From an optimization exercise on the open Yosys and OpenROAD flow, aimed at small area, a short achievable clock period and few clock cycles; shortcuts taken in it are not production practice. Function was checked by simulation only, so behaviour that the tests miss may differ from the original. Power and IR drop assume default switching activity.

[flow/run.sh]
#!/bin/bash
# synth_recipe.tcl (not shown) runs the flow's synth.tcl, then flattens the netlist and writes it again
# the make line also repeats each setting of config.mk as NAME=value (left out here)
make -C /OpenROAD-flow-scripts/flow DESIGN_CONFIG=/design/flow/config.mk WORK_HOME=/design/flow/orfs CLKGATE_MAP_FILE= SYNTH_SCRIPT=/design/flow/synth_recipe.tcl finish
[flow/config.mk]
export PLATFORM = sky130hd
export DESIGN_NAME = score_render_top
export DESIGN_NICKNAME = score_render_top
export VERILOG_FILES = /design/flow/design.v
export SDC_FILE = /design/flow/constraint.sdc
export NUM_CORES = 4
export LEC_CHECK = 0
export CAP_MARGIN = 20
export CORE_MARGIN = 2
export CORE_UTILIZATION = 40
export SLEW_MARGIN = 20
export SYNTH_MEMORY_MAX_BITS = 8192
[flow/constraint.sdc]
create_clock -name core_clock -period 5.5 [get_ports {clk}]
set_input_delay 1.1000 -clock core_clock [delete_from_list [all_inputs] [get_ports {clk}]]
set_output_delay 1.1000 -clock core_clock [all_outputs]
set_load 0.01 [all_outputs]
[flow/design.v]
package score_pkg;
    localparam int score_width   = 16;
    localparam int num_digits    = 5;
    localparam int glyph_rows    = 10;
    localparam int glyph_width   = 28;
    localparam int digit_pitch   = 36;
    localparam int left_margin   = 12;   
    localparam int frame_width   = 192;
    localparam int words_per_row = 6;
    localparam int frame_base    = 16;   
    typedef logic [num_digits-1:0][3:0] bcd_digits_t;   
    typedef logic [glyph_width-1:0] glyph_row_t;
    typedef logic [frame_width-1:0] frame_row_t;
    typedef struct packed {
        logic        cyc;
        logic        stb;
        logic        we;
        logic [7:0]  adr;
        logic [31:0] dat;
    } wb_req_t;
    typedef struct packed {
        logic        ack;
        logic [31:0] dat;
    } wb_rsp_t;
    typedef struct packed {
        logic       valid;
        logic [3:0] row;
        logic [2:0] position;
        glyph_row_t glyph;
    } render_wr_t;
    typedef enum logic [1:0] {
        kind_score,
        kind_frame,
        kind_unmapped
    } addr_kind_e;
    typedef enum logic [2:0] {
        st_idle,
        st_convert,
        st_render,
        st_drain,
        st_ack
    } ctrl_state_e;
    function automatic glyph_row_t digit_font(input logic [3:0] digit, input logic [3:0] row);
        case ({digit, row})
            8'h01: digit_font = 28'h01ffe00;
            8'h02: digit_font = 28'h0e001c0;
            8'h03: digit_font = 28'h7e001f8;
            8'h04: digit_font = 28'h7e001f8;
            8'h05: digit_font = 28'h7e001f8;
            8'h06: digit_font = 28'h7e001f8;
            8'h07: digit_font = 28'h0e001c0;
            8'h08: digit_font = 28'h01ffe00;
            8'h11: digit_font = 28'h00ff000;
            8'h12: digit_font = 28'h07ff000;
            8'h13: digit_font = 28'h3e3f000;
            8'h14: digit_font = 28'h003f000;
            8'h15: digit_font = 28'h003f000;
            8'h16: digit_font = 28'h003f000;
            8'h17: digit_font = 28'h003f000;
            8'h18: digit_font = 28'h7fffff8;
            8'h21: digit_font = 28'h01ffe00;
            8'h22: digit_font = 28'h0fc0fc0;
            8'h23: digit_font = 28'h0e00fc0;
            8'h24: digit_font = 28'h0007e00;
            8'h25: digit_font = 28'h003f000;
            8'h26: digit_font = 28'h01f8000;
            8'h27: digit_font = 28'h0fc01c0;
            8'h28: digit_font = 28'h0ffffc0;
            8'h31: digit_font = 28'h07fff80;
            8'h32: digit_font = 28'h0e00fc0;
            8'h33: digit_font = 28'h0000fc0;
            8'h34: digit_font = 28'h0000e00;
            8'h35: digit_font = 28'h01fffc0;
            8'h36: digit_font = 28'h0000fc0;
            8'h37: digit_font = 28'h0e00fc0;
            8'h38: digit_font = 28'h01ffe00;
            8'h41: digit_font = 28'h0000e00;
            8'h42: digit_font = 28'h0007e00;
            8'h43: digit_font = 28'h0038e00;
            8'h44: digit_font = 28'h01c0e00;
            8'h45: digit_font = 28'h0e00e00;
            8'h46: digit_font = 28'h0fffff8;
            8'h47: digit_font = 28'h0000e00;
            8'h48: digit_font = 28'h0000e00;
            8'h51: digit_font = 28'h0ffffc0;
            8'h52: digit_font = 28'h0e000c0;
            8'h53: digit_font = 28'h0e00000;
            8'h54: digit_font = 28'h0ffffc0;
            8'h55: digit_font = 28'h0ffffc0;
            8'h56: digit_font = 28'h00001c0;
            8'h57: digit_font = 28'h0e001c0;
            8'h58: digit_font = 28'h0ffffc0;
            8'h61: digit_font = 28'h0ffff80;
            8'h62: digit_font = 28'h0e00180;
            8'h63: digit_font = 28'h0e00000;
            8'h64: digit_font = 28'h0e00000;
            8'h65: digit_font = 28'h0ffffc0;
            8'h66: digit_font = 28'h0e001c0;
            8'h67: digit_font = 28'h0e001c0;
            8'h68: digit_font = 28'h0ffffc0;
            8'h71: digit_font = 28'h0ffffc0;
            8'h72: digit_font = 28'h0e001c0;
            8'h73: digit_font = 28'h0e001c0;
            8'h74: digit_font = 28'h00001c0;
            8'h75: digit_font = 28'h00001c0;
            8'h76: digit_font = 28'h00001c0;
            8'h77: digit_font = 28'h00001c0;
            8'h78: digit_font = 28'h00001c0;
            8'h81: digit_font = 28'h01ffe00;
            8'h82: digit_font = 28'h0e001c0;
            8'h83: digit_font = 28'h0e001c0;
            8'h84: digit_font = 28'h01ffe00;
            8'h85: digit_font = 28'h0e001c0;
            8'h86: digit_font = 28'h0e001c0;
            8'h87: digit_font = 28'h0e001c0;
            8'h88: digit_font = 28'h01ffe00;
            8'h91: digit_font = 28'h0ffffc0;
            8'h92: digit_font = 28'h0e001c0;
            8'h93: digit_font = 28'h0e001c0;
            8'h94: digit_font = 28'h0ffffc0;
            8'h95: digit_font = 28'h00001c0;
            8'h96: digit_font = 28'h00001c0;
            8'h97: digit_font = 28'h0e001c0;
            8'h98: digit_font = 28'h0ffffc0;
            default: digit_font = '0;
        endcase
    endfunction
endpackage
`timescale 1ns/1ps
module bin_to_bcd #(
    parameter int SCORE_WIDTH = 16,
    parameter int NUM_DIGITS  = 5
) (
    input  logic                    clk,
    input  logic                    rst,
    input  logic                    start,
    input  logic [SCORE_WIDTH-1:0]  bin,
    output logic                    done,
    output score_pkg::bcd_digits_t  digits
);
    localparam int cnt_width = $clog2(SCORE_WIDTH + 1);
    logic [SCORE_WIDTH-1:0]      shift_q;
    logic [NUM_DIGITS-1:0][3:0]  bcd_q;
    logic [NUM_DIGITS-1:0][3:0]  bcd_adj;
    logic [cnt_width-1:0]        count_q;   
    logic                        busy_q;
    always_comb begin
        for (int i = 0; i < NUM_DIGITS; i++) begin
            bcd_adj[i] = (bcd_q[i] > 4'd4) ? bcd_q[i] + 4'd3 : bcd_q[i];
        end
    end
    always_ff @(posedge clk) begin
        if (rst) begin
            busy_q  <= 1'b0;
            done    <= 1'b0;
            count_q <= '0;
        end else begin
            done <= 1'b0;
            if (start) begin
                busy_q  <= 1'b1;
                count_q <= cnt_width'(SCORE_WIDTH);
            end else if (busy_q) begin
                if (count_q != '0) begin
                    count_q <= count_q - 1'b1;
                end else begin
                    busy_q <= 1'b0;
                    done   <= 1'b1;   
                end
            end
        end
    end
    always_ff @(posedge clk) begin
        if (start) begin
            shift_q <= bin;
            bcd_q   <= '0;
        end else if (busy_q && count_q != '0) begin
            {bcd_q, shift_q} <= {bcd_adj, shift_q} << 1;
        end
        if (busy_q && !start && count_q == '0) begin
            digits <= score_pkg::bcd_digits_t'(bcd_q);   
        end
    end
endmodule
`timescale 1ns/1ps
module score_ctrl #(
    parameter int SCORE_WIDTH = 16,
    parameter int NUM_DIGITS  = 5
) (
    input  logic                    clk,
    input  logic                    rst,
    input  score_pkg::wb_req_t      wb_req,
    output score_pkg::wb_rsp_t      wb_rsp,
    output logic                    conv_start,
    output logic [SCORE_WIDTH-1:0]  score,
    input  logic                    conv_done,
    input  score_pkg::bcd_digits_t  digits,
    output logic                    item_valid,
    output logic [3:0]              row,
    output logic [2:0]              position,
    output logic [3:0]              digit,
    output logic [3:0]              rd_row,
    output logic [2:0]              rd_word,
    input  logic [31:0]             rd_data
);
    localparam logic [7:0] frame_lo = 8'(score_pkg::frame_base);
    localparam logic [7:0] frame_hi = 8'(score_pkg::frame_base + 8 * score_pkg::glyph_rows);
    score_pkg::ctrl_state_e  state_q;
    score_pkg::addr_kind_e   kind;
    logic                    req;
    logic [7:0]              frame_off;
    logic [3:0]              row_q;
    logic [2:0]              pos_q;
    logic [SCORE_WIDTH-1:0]  score_q;
    logic                    start_q;
    logic [31:0]             rsp_dat_q;
    logic                    last_pos;
    logic                    last_row;
    logic [4*NUM_DIGITS-1:0] digits_flat;
    assign req       = wb_req.cyc && wb_req.stb;
    assign frame_off = wb_req.adr - frame_lo;
    assign rd_row    = frame_off[6:3];
    assign rd_word   = frame_off[2:0];
    always_comb begin
        if (wb_req.adr == 8'd0) begin
            kind = score_pkg::kind_score;
        end else if (wb_req.adr >= frame_lo && wb_req.adr < frame_hi &&
                     rd_word < 3'(score_pkg::words_per_row)) begin
            kind = score_pkg::kind_frame;
        end else begin
            kind = score_pkg::kind_unmapped;   
        end
    end
    assign last_pos = (pos_q == 3'(NUM_DIGITS - 1));
    assign last_row = (row_q == 4'(score_pkg::glyph_rows - 1));
    always_ff @(posedge clk) begin
        if (rst) begin
            state_q <= score_pkg::st_idle;
            start_q <= 1'b0;
            score_q <= '0;
            row_q   <= '0;
            pos_q   <= '0;
        end else begin
            start_q <= 1'b0;
            case (state_q)
                score_pkg::st_idle: begin
                    if (req && wb_req.we && kind == score_pkg::kind_score) begin
                        score_q <= wb_req.dat[SCORE_WIDTH-1:0];
                        start_q <= 1'b1;
                        state_q <= score_pkg::st_convert;
                    end else if (req) begin
                        state_q <= score_pkg::st_ack;   
                    end
                end
                score_pkg::st_convert: begin
                    if (conv_done) begin
                        row_q   <= '0;
                        pos_q   <= '0;
                        state_q <= score_pkg::st_render;
                    end
                end
                score_pkg::st_render: begin
                    if (last_pos) begin
                        pos_q <= '0;
                        row_q <= row_q + 4'd1;
                    end else begin
                        pos_q <= pos_q + 3'd1;
                    end
                    if (last_pos && last_row) begin
                        state_q <= score_pkg::st_drain;
                    end
                end
                score_pkg::st_drain: state_q <= score_pkg::st_ack;
                default:             state_q <= score_pkg::st_idle;
            endcase
        end
    end
    always_ff @(posedge clk) begin
        if (state_q == score_pkg::st_idle && req) begin
            case (kind)
                score_pkg::kind_score: rsp_dat_q <= {{(32-SCORE_WIDTH){1'b0}}, score_q};
                score_pkg::kind_frame: rsp_dat_q <= rd_data;
                default:               rsp_dat_q <= '0;
            endcase
        end
    end
    assign wb_rsp.ack = (state_q == score_pkg::st_ack) && req;
    assign wb_rsp.dat = rsp_dat_q;
    assign conv_start = start_q;
    assign score      = score_q;
    assign item_valid = (state_q == score_pkg::st_render);
    assign row        = row_q;
    assign position   = pos_q;
    assign digits_flat = digits;
    assign digit      = digits_flat[4 * pos_q +: 4];
endmodule
`timescale 1ns/1ps
module glyph_renderer (
    input  logic                  clk,
    input  logic                  rst,
    input  logic                  item_valid,
    input  logic [3:0]            row,
    input  logic [2:0]            position,
    input  logic [3:0]            digit,
    output score_pkg::render_wr_t wr
);
    score_pkg::glyph_row_t  glyph;
    score_pkg::glyph_row_t  glyph_q;
    logic                   valid_q;
    logic [3:0]             row_q;
    logic [2:0]             pos_q;
    always_comb begin
        glyph = score_pkg::digit_font(digit, row);
    end
    always_ff @(posedge clk) begin
        if (rst) begin
            valid_q <= 1'b0;
        end else begin
            valid_q <= item_valid;
        end
    end
    always_ff @(posedge clk) begin
        glyph_q <= glyph;
        row_q   <= row;
        pos_q   <= position;
    end
    assign wr.valid    = valid_q;
    assign wr.row      = row_q;
    assign wr.position = pos_q;
    assign wr.glyph    = glyph_q;
endmodule
`timescale 1ns/1ps
module frame_buffer (
    input  logic                  clk,
    input  logic                  rst,
    input  score_pkg::render_wr_t wr,
    input  logic [3:0]            rd_row,
    input  logic [2:0]            rd_word,
    output logic [31:0]           rd_data
);
    score_pkg::frame_row_t [score_pkg::glyph_rows-1:0] rows_q;
    always_ff @(posedge clk) begin
        if (rst) begin
            rows_q <= '0;
        end else begin
            for (int r = 0; r < score_pkg::glyph_rows; r++) begin
                for (int p = 0; p < score_pkg::num_digits; p++) begin
                    if (wr.valid && wr.row == 4'(r) && wr.position == 3'(p)) begin
                        rows_q[r][score_pkg::left_margin + p * score_pkg::digit_pitch
                                  +: score_pkg::glyph_width] <= wr.glyph;
                    end
                end
            end
        end
    end
    always_comb begin
        rd_data = '0;
        if (rd_row < 4'(score_pkg::glyph_rows) && rd_word < 3'(score_pkg::words_per_row)) begin
            rd_data = rows_q[rd_row][rd_word * 32 +: 32];   
        end
    end
endmodule
`timescale 1ns/1ps
module score_render_top (
    input  logic        clk,
    input  logic        rst,
    input  logic        wb_cyc_i,
    input  logic        wb_stb_i,
    input  logic        wb_we_i,
    input  logic [7:0]  wb_adr_i,
    input  logic [31:0] wb_dat_i,
    output logic        wb_ack_o,
    output logic [31:0] wb_dat_o
);
    score_pkg::wb_req_t wb_req;
    score_pkg::wb_rsp_t wb_rsp;
    assign wb_req.cyc = wb_cyc_i;
    assign wb_req.stb = wb_stb_i;
    assign wb_req.we  = wb_we_i;
    assign wb_req.adr = wb_adr_i;
    assign wb_req.dat = wb_dat_i;
    assign wb_ack_o = wb_rsp.ack;
    assign wb_dat_o = wb_rsp.dat;
    localparam int SCORE_WIDTH = score_pkg::score_width;
    localparam int NUM_DIGITS  = score_pkg::num_digits;
    logic                    conv_start;
    logic [SCORE_WIDTH-1:0]  score;
    logic                    conv_done;
    score_pkg::bcd_digits_t  digits;
    logic                    item_valid;
    logic [3:0]              row;
    logic [2:0]              position;
    logic [3:0]              digit;
    score_pkg::render_wr_t   wr;
    logic [3:0]              rd_row;
    logic [2:0]              rd_word;
    logic [31:0]             rd_data;
    score_ctrl #(
        .SCORE_WIDTH (SCORE_WIDTH),
        .NUM_DIGITS  (NUM_DIGITS)
    ) u_score_ctrl (
        .clk        (clk),
        .rst        (rst),
        .wb_req     (wb_req),
        .wb_rsp     (wb_rsp),
        .conv_start (conv_start),
        .score      (score),
        .conv_done  (conv_done),
        .digits     (digits),
        .item_valid (item_valid),
        .row        (row),
        .position   (position),
        .digit      (digit),
        .rd_row     (rd_row),
        .rd_word    (rd_word),
        .rd_data    (rd_data)
    );
    bin_to_bcd #(
        .SCORE_WIDTH (SCORE_WIDTH),
        .NUM_DIGITS  (NUM_DIGITS)
    ) u_bin_to_bcd (
        .clk    (clk),
        .rst    (rst),
        .start  (conv_start),
        .bin    (score),
        .done   (conv_done),
        .digits (digits)
    );
    glyph_renderer u_glyph_renderer (
        .clk        (clk),
        .rst        (rst),
        .item_valid (item_valid),
        .row        (row),
        .position   (position),
        .digit      (digit),
        .wr         (wr)
    );
    frame_buffer u_frame_buffer (
        .clk     (clk),
        .rst     (rst),
        .wr      (wr),
        .rd_row  (rd_row),
        .rd_word (rd_word),
        .rd_data (rd_data)
    );
endmodule
==> results.ini <==
[run_status]
status=timing/DRC/antenna clean

[grt]
grt_max_degree=144
antenna_found_initial=8
grt_use_total_pct=38.1
grt_pass1_wl_um=285000
grt_pass1_vias=38900
overflow=0

[timing]
finalHoldViolations=0
fin_skew_ps=33.9
slew_headroom_pct=7.14
min_period_ps=5070
finalSetupTns_ps=0
fmax_mhz=197
slew_viol_final=0
min_period_over_period_pct=92.3
rsz0062_at_grt=false
setup-violations-final=0
tightest_slew_ps=1390

[finish]
layout_common_cells=1668 x nand2_1, 1024 x a21oi_1, 712 x dfxtp_1
antenna_cells=0
syn2layout_area_growth_pct=17.0
stdcell_area_mm2=0.0469
fin_cells=6849
final_nets=5549
layout-drive-gt1-share_pct=12.8
layout_commonest_cell=nand2_1

[setup_path]
crit_required_ps=6070
max_stage_delay_ps=890
crit_chain=clkdlybuf4s50_1, inv_1, ha_1, xor2_2, ha_1, xnor2_2, mux2i_2, a211oi_4, buf_4, a211oi_2, nand2_1, a21oi_1, a221oi_1, buf_4, nor4_1, buf_4
cp_max_fo=13
critical_path_class=input pin to flip-flop
slowest_stage=a211oi_2
worst_path_most_repeated_cell=buf_4
crit_path_end_kind=flip-flop
critPathLaunchType=input pin
critical_path_arrival_ps=5640

[floorplan]
die_y_um=320
rows=116
coreArea_mm2=0.0997
io_pins=78
start_util_pct=40.2
die_w_um=320
die_area_mm2=0.103

[synth]
synth_area_leaders=dfxtp_1 36%, nand2_1 16%, a21oi_1 13%, edfxtp_1 5.1%, clkbuf_1 3.3%
syn_inst=5420
ys_seq_area_share_pct=41.3
synth_edf_count=68
ys_warn_count=4
syn-cell-area_mm2=0.0400
ys_types=99
syn_nets=5494
ys_ff_latch=793
synth-main-ff-cell=dfxtp_1
synth_top_area_share_pct=36.2
async_reset_ff_share_pct=0
synth_area_per_cell_um2=7.39
synth_top_area_cell=dfxtp_1

[placement]
hpwl_um=137000
gp_congestion=1.02
port_buffers=61
placed_area_mm2=0.0438
post-place-cells=6674

[routing]
drt-pass1-iter-count=8
vias_per_cell=6.25
drc=0
wirelength_um=202000
drt_iter0_drc=6427
final_antenna_net_count=0
routedWlPerCell_um=29.5
via_count=42800

[clock_tree]
clk_latency_ps=720
clock_path_buffers=3
post_cts_buffers=0
numCtsBuffers=91
cts.sinks=793
cts_resized=0
root_buffer=clkbuf_16
cts_tree=done
h-tree-depth=3
cts_hold_buf=0
clk_pin_slew_ps=60

[power]
max-vdd-ir-drop_mv=0.225
p_leak_nw=15.9
powerDensity_mw_per_mm2=338

[worst_hold_path]
hp-class=flip-flop to flip-flop

[flow_run]
maxCapViolations=0

-- sequential cells by signal (all words and copies together), names as in the netlist --
| signal | count |
|---|---|
| u_bin_to_bcd.bcd_q | 20 |
| u_bin_to_bcd.busy_q | 1 |
| u_bin_to_bcd.count_q | 5 |
| u_bin_to_bcd.digits | 20 |
| u_bin_to_bcd.done | 1 |
| u_bin_to_bcd.shift_q | 16 |
| u_frame_buffer.rows_q | 650 |
| u_glyph_renderer.glyph_q | 13 |
| u_glyph_renderer.pos_q | 3 |
| u_glyph_renderer.row_q | 4 |
| u_glyph_renderer.valid_q | 1 |
| u_score_ctrl.pos_q | 3 |
| u_score_ctrl.row_q | 4 |
| u_score_ctrl.rsp_dat_q | 32 |
| u_score_ctrl.score_q | 16 |
| u_score_ctrl.start_q | 1 |
| u_score_ctrl.state_q | 3 |
-- through the flow --
step | worst slack (ps) | power (mW) | hold WS, ps | util [%]
2_1_floorplan | 528 | 7.42 | 329 | -
3_3_place_gp | -319 | 9.59 | 437 | 43.9
3_5_place_dp | -99.8 | 9.57 | 443 | 43.9
4_1_cts | 572 | 15.6 | 452 | 46.9
5_1_grt | 328 | 16.1 | 466 | 47.0
6_report | 425 | 15.8 | 448 | 47.0
-- synth_stat cells, types with 32 or more instances --
master	instances
a21oi_1	1024
nor2_1	216
mux2_2	59
dfxtp_1	725
o21ai_0	222
mux2i_1	102
nor2b_1	41
nand3_1	36
clkbuf_1	356
nor3_1	61
edfxtp_1	68
buf_2	69
buf_1	55
inv_1	73
a221oi_1	33
o22ai_1	32
nand2_1	1670
a211oi_1	44
-- report_power, final --
part / total, mW / leakage (nW) / switching (mW) / internal, mW
combinational: 3.84 / 7.96 / 2.57 / 1.27
clock: 6.15 / 1.45 / 2.62 / 3.53
sequential: 5.86 / 6.45 / 0.0143 / 5.84
-- area by class of cell --
class,instances,area (um^2)
Fill cell,9959,52900
Multi-Input combinational cell,4058,21300
Sequential cell,793,16600
Timing Repair Buffer,456,4070
Clock buffer,135,2620
Tap cell,1298,1620
Clock inverter,34,335
Inverter,75,283
-- cells by family after synthesis --
logic type	after synthesis	share of synthesized area, %
compound gates	1684	24.5
xor+xnor	27	0.737
fa+ha+maj	29	0.925
buf+inv	569	5.73
flops	793	41.3
mux	181	5.31
simple gates	2137	21.4
-- worst paths after layout --
path | slack, ps | from | end | cells past startpoint
worst max-delay path | 430 | wb_adr_i[4] | u_score_ctrl.rsp_dat_q[23]$_SDFFCE_PN0P_ | 16
worst min-delay path | 450 | u_frame_buffer.rows_q[1225]$_SDFFE_PP0P_ | u_frame_buffer.rows_q[1225]$_SDFFE_PP0P_ | 2
worst max register to register | 1900 | u_glyph_renderer.row_q[0]$_DFF_P_ | u_frame_buffer.rows_q[1022]$_SDFFE_PP0P_ | 5
worst min register to register | 450 | u_frame_buffer.rows_q[1225]$_SDFFE_PP0P_ | u_frame_buffer.rows_q[1225]$_SDFFE_PP0P_ | 2
-- per-layer routing --
metal,global-route usage (%),routed length [um],vias up
li1,-,-,18700
met1,51.1,79400,20500
met2,53.5,81700,2924
met3,11.4,26300,628
met4,23.5,14500,10
met5,0,71,-
-- critical path, delay by kind of cell --
kind,cells,cell delay [ps]
compound gates,4,1430
buf+inv,5,1170
fa+ha+maj,2,630
simple gates,2,570
xor+xnor,2,410
mux,1,340
Testbench counts, summed over its fixed seeds: cycles 12,416.

## what the ideal ports hide
Ports are ideal in the flow. The routed layout listed here was re-timed in OpenROAD.
Step 1 sets driving cells, clkbuf_16 on the clock port and buf_2 on the other inputs (assumed; they add their load-dependent delay and slew).
Step 2 times the ports against the registers' clock, not the clock port: input delays grow and output delays shrink by t, the midpoint of the rising clock arrivals with the driver on.
Slacks: ideal ports / drivers / drivers and shift; pairs: ideal ports / drivers.
shift t [ns]: 0.772
setup WS [ns]: 0.425 / 0.467 / -0.305
clock arrival spread, ns: 0.034 / 0.034
worst register clock-pin slew, ns: 0.07 / 0.07
worst data-port slew with drivers (ns): 0.06
With both steps, setup timing fails in this run, where it was met with ideal ports. For this run, drivers alone change the setup slack by +0.042 ns; drivers and shift together by -0.730 ns.
